From an optimization exercise on the open Yosys and OpenROAD flow, aimed at small area, a short achievable clock period and few clock cycles per item; shortcuts taken in it are not production practice.
RTL that was checked went through simulation tests only; none was proved equivalent to the original.
Power and IR drop assume default switching activity.

==> flow/design.v (excerpt) <==
module arena_bump_allocator_core (
  input  logic                              clk,
  input  logic                              rst_n,
  input  logic                              cfg_valid,
  output logic                              cfg_ready,
  input  logic                              cfg_index,
  input  logic [abump_pkg::ADDR_W-1:0]      cfg_data,
  input  logic                              in_valid,
  output logic                              in_ready,
  input  logic [abump_pkg::FUNC_W-1:0]      in_func,
  input  logic [abump_pkg::OFF_W-1:0]       in_request_size,
  input  logic [abump_pkg::ALIGN_LOG_W-1:0] in_align_log2,
  input  logic [abump_pkg::ADDR_W-1:0]      in_old_address,
  input  logic [abump_pkg::OFF_W-1:0]       in_old_length,
  input  logic [abump_pkg::OFF_W-1:0]       in_snap_current,
  input  logic [abump_pkg::OFF_W-1:0]       in_snap_previous,
  output logic                              out_valid,
  input  logic                              out_ready,
  output logic [abump_pkg::STATUS_W-1:0]    out_status,
  output logic [abump_pkg::ADDR_W-1:0]      out_result_address,
  output logic [abump_pkg::OFF_W-1:0]       out_copy_length,
  output logic [abump_pkg::OFF_W-1:0]       out_clear_offset,
  output logic [abump_pkg::OFF_W-1:0]       out_clear_length,
  output logic [abump_pkg::OFF_W-1:0]       out_current_offset,
  output logic [abump_pkg::OFF_W-1:0]       out_previous_offset
);
export LEC_CHECK = 0
export CAP_MARGIN = 20
export CORE_MARGIN = 2
export CORE_UTILIZATION = 40
export SETUP_SLACK_MARGIN = 2.5
export SLEW_MARGIN = 20
export TNS_END_PERCENT = 100
create_clock -name core_clock -period 9.0 [get_ports {clk}]
standard.sh (not shown) runs the stock make flow with config.mk's settings and CLKGATE_MAP_FILE= SYNTH_SCRIPT=/design/flow/synth_recipe.tcl, a recipe that flattens the netlist after the stock synthesis.
==> flow/flow/run.sh <==
#!/bin/bash
# Standard layout, with the port buffers made as buf_1 cells instead of the
# delay-cell buffers buffer_ports picks by default.
cp standard.sh standard_sh.txt
export BUFFER_PORTS_ARGS="-buffer_cell sky130_fd_sc_hd__buf_1"
bash standard.sh > standard.log 2>&1
The first run passed the timing, design-rule and antenna checks.
Change:
--- a/flow/design.v
+++ b/flow/design.v
@@ -185,53 +185,22 @@
     end else begin : g_hi
       assign boff[j] = top_r[j] ^ (bump_inc & run[j]);
     end
   end
   assign boff[OW] = bump_inc & run[OW];
   logic [OW-1:0] room;
   logic [OW:0]   room_cy;
   abump_add #(OW) u_room (.a(usable_r), .b(~in_request_size), .ci(1'b1), .s(room), .cy(room_cy));
-  localparam int FW = OW + 3;
-  logic [OW:0]   b0;
-  logic [OW-1:0] incv;
-  logic [FW-1:0] negv;       
-  for (genvar j = 0; j <= OW; j++) begin : g_b0
-    if (j < AW) begin : g_lo
-      assign b0[j] = mask[j] ? nb_r[j] : top_r[j];
-    end else if (j < OW) begin : g_mid
-      assign b0[j] = top_r[j];
-    end else begin : g_hi
-      assign b0[j] = 1'b0;
-    end
-  end
-  for (genvar j = 0; j < FW; j++) begin : g_incv
-    if (j < AW) begin : g_lo
-      assign incv[j] = bump_inc && (in_align_log2 == j);
-      assign negv[j] = bump_inc && !mask[j];
-    end else if (j < OW) begin : g_mid
-      if (j == AW) begin : g_k15
-        assign incv[j] = bump_inc && (in_align_log2 == j);
-      end else begin : g_none
-        assign incv[j] = 1'b0;
-      end
-      assign negv[j] = bump_inc;
-    end else begin : g_hi
-      assign negv[j] = bump_inc;
-    end
-  end
   logic [OW-1:0] cand_b;
-  logic [OW-1:0] cd_s, cd_c;
-  abump_csa #(OW) u_cd_csa (.a(b0[OW-1:0]), .b(in_request_size), .c(incv), .s(cd_s), .c2(cd_c));
-  abump_add #(OW) u_cand_b (.a(cd_s), .b({cd_c[OW-2:0], 1'b0}), .ci(1'b0), .s(cand_b), .cy());
-  logic [FW-1:0] ft_s, ft_c, ft_sum;
+  logic [OW+1:0] fb_cy;
   logic          fit_b;
-  abump_csa #(FW) u_ft_csa (.a({3'b0, room}), .b(~{2'b0, b0}), .c(negv), .s(ft_s), .c2(ft_c));
-  abump_add #(FW) u_fit_b (.a(ft_s), .b({ft_c[FW-2:0], 1'b0}), .ci(1'b1), .s(ft_sum), .cy());
-  assign fit_b = room_cy[OW] && !ft_sum[FW-1];
+  abump_add #(OW) u_cand_b (.a(boff[OW-1:0]), .b(in_request_size), .ci(1'b0), .s(cand_b), .cy());
+  abump_add #(OW+1) u_fit_b (.a({1'b0, room}), .b(~boff), .ci(1'b1), .s(), .cy(fb_cy));
+  assign fit_b = room_cy[OW] && fb_cy[OW+1];
   logic [OW-1:0] cand_ip;
   logic [OW:0]   fi_cy;
   logic          fit_ip;
   abump_add #(OW) u_cand_ip (.a(last_r), .b(in_request_size), .ci(1'b0), .s(cand_ip), .cy());
   abump_add #(OW) u_fit_ip (.a(room), .b(~last_r), .ci(1'b1), .s(), .cy(fi_cy));
   assign fit_ip = room_cy[OW] && fi_cy[OW];
   logic [DW-1:0] blk_addr;   
   logic          below;      
The changed run completed with no timing, DRC or antenna violations.
Clock skew hardly moves.
Setup slack is better by 0.11 ns.
First-iteration DRC count goes up by about 3%.
Combinational power fell by about 17%.
Critical path depth is higher by 2.
Total power drops by 8.3%.
Final cell count falls by about 9%.
Global-route usage went down by 2.1 points.
Routed wire length drops by about 14%.
Flip-flop and latch count is unchanged.
Clock power shrinks by 4.6%.
Synthesized cell count decreases by 7.7%.
Design area decreases by 9.5%.
Testbench counts after the change, summed over its fixed seeds: cycles 91,397, items 80,000.
Only the layout flow was run in the first run of this note; the RTL was not checked for function there.

==> afterwards: timing with drivers on the ports <==
The results above use ideal ports. As a check the final layouts listed here were re-extracted and re-timed, cells and wires unchanged. Step 1: set_driving_cell puts a clkbuf_16 on clk and a buf_2 on each other input, an assumption about the parent block. Step 2 also shifts input and output timing later by t, the mid clock arrival at the registers, as if the neighbouring blocks saw the same clock. Slacks: ideal / step 1 / step 2; pairs: ideal / step 1.
| run | t, ns | slack for setup (ns) | worst setup path at the end |
|---|---|---|---|
| the first run | 0.555 | 2.546 / 2.563 / 2.008 | input to register |
| the second run | 0.558 | 2.657 / 2.630 / 2.108 | input to register |
After both steps every run listed still meets setup and hold. The setup slack of the second run, which loses most, moves by -0.027 ns with the drivers and by -0.549 ns with both steps.
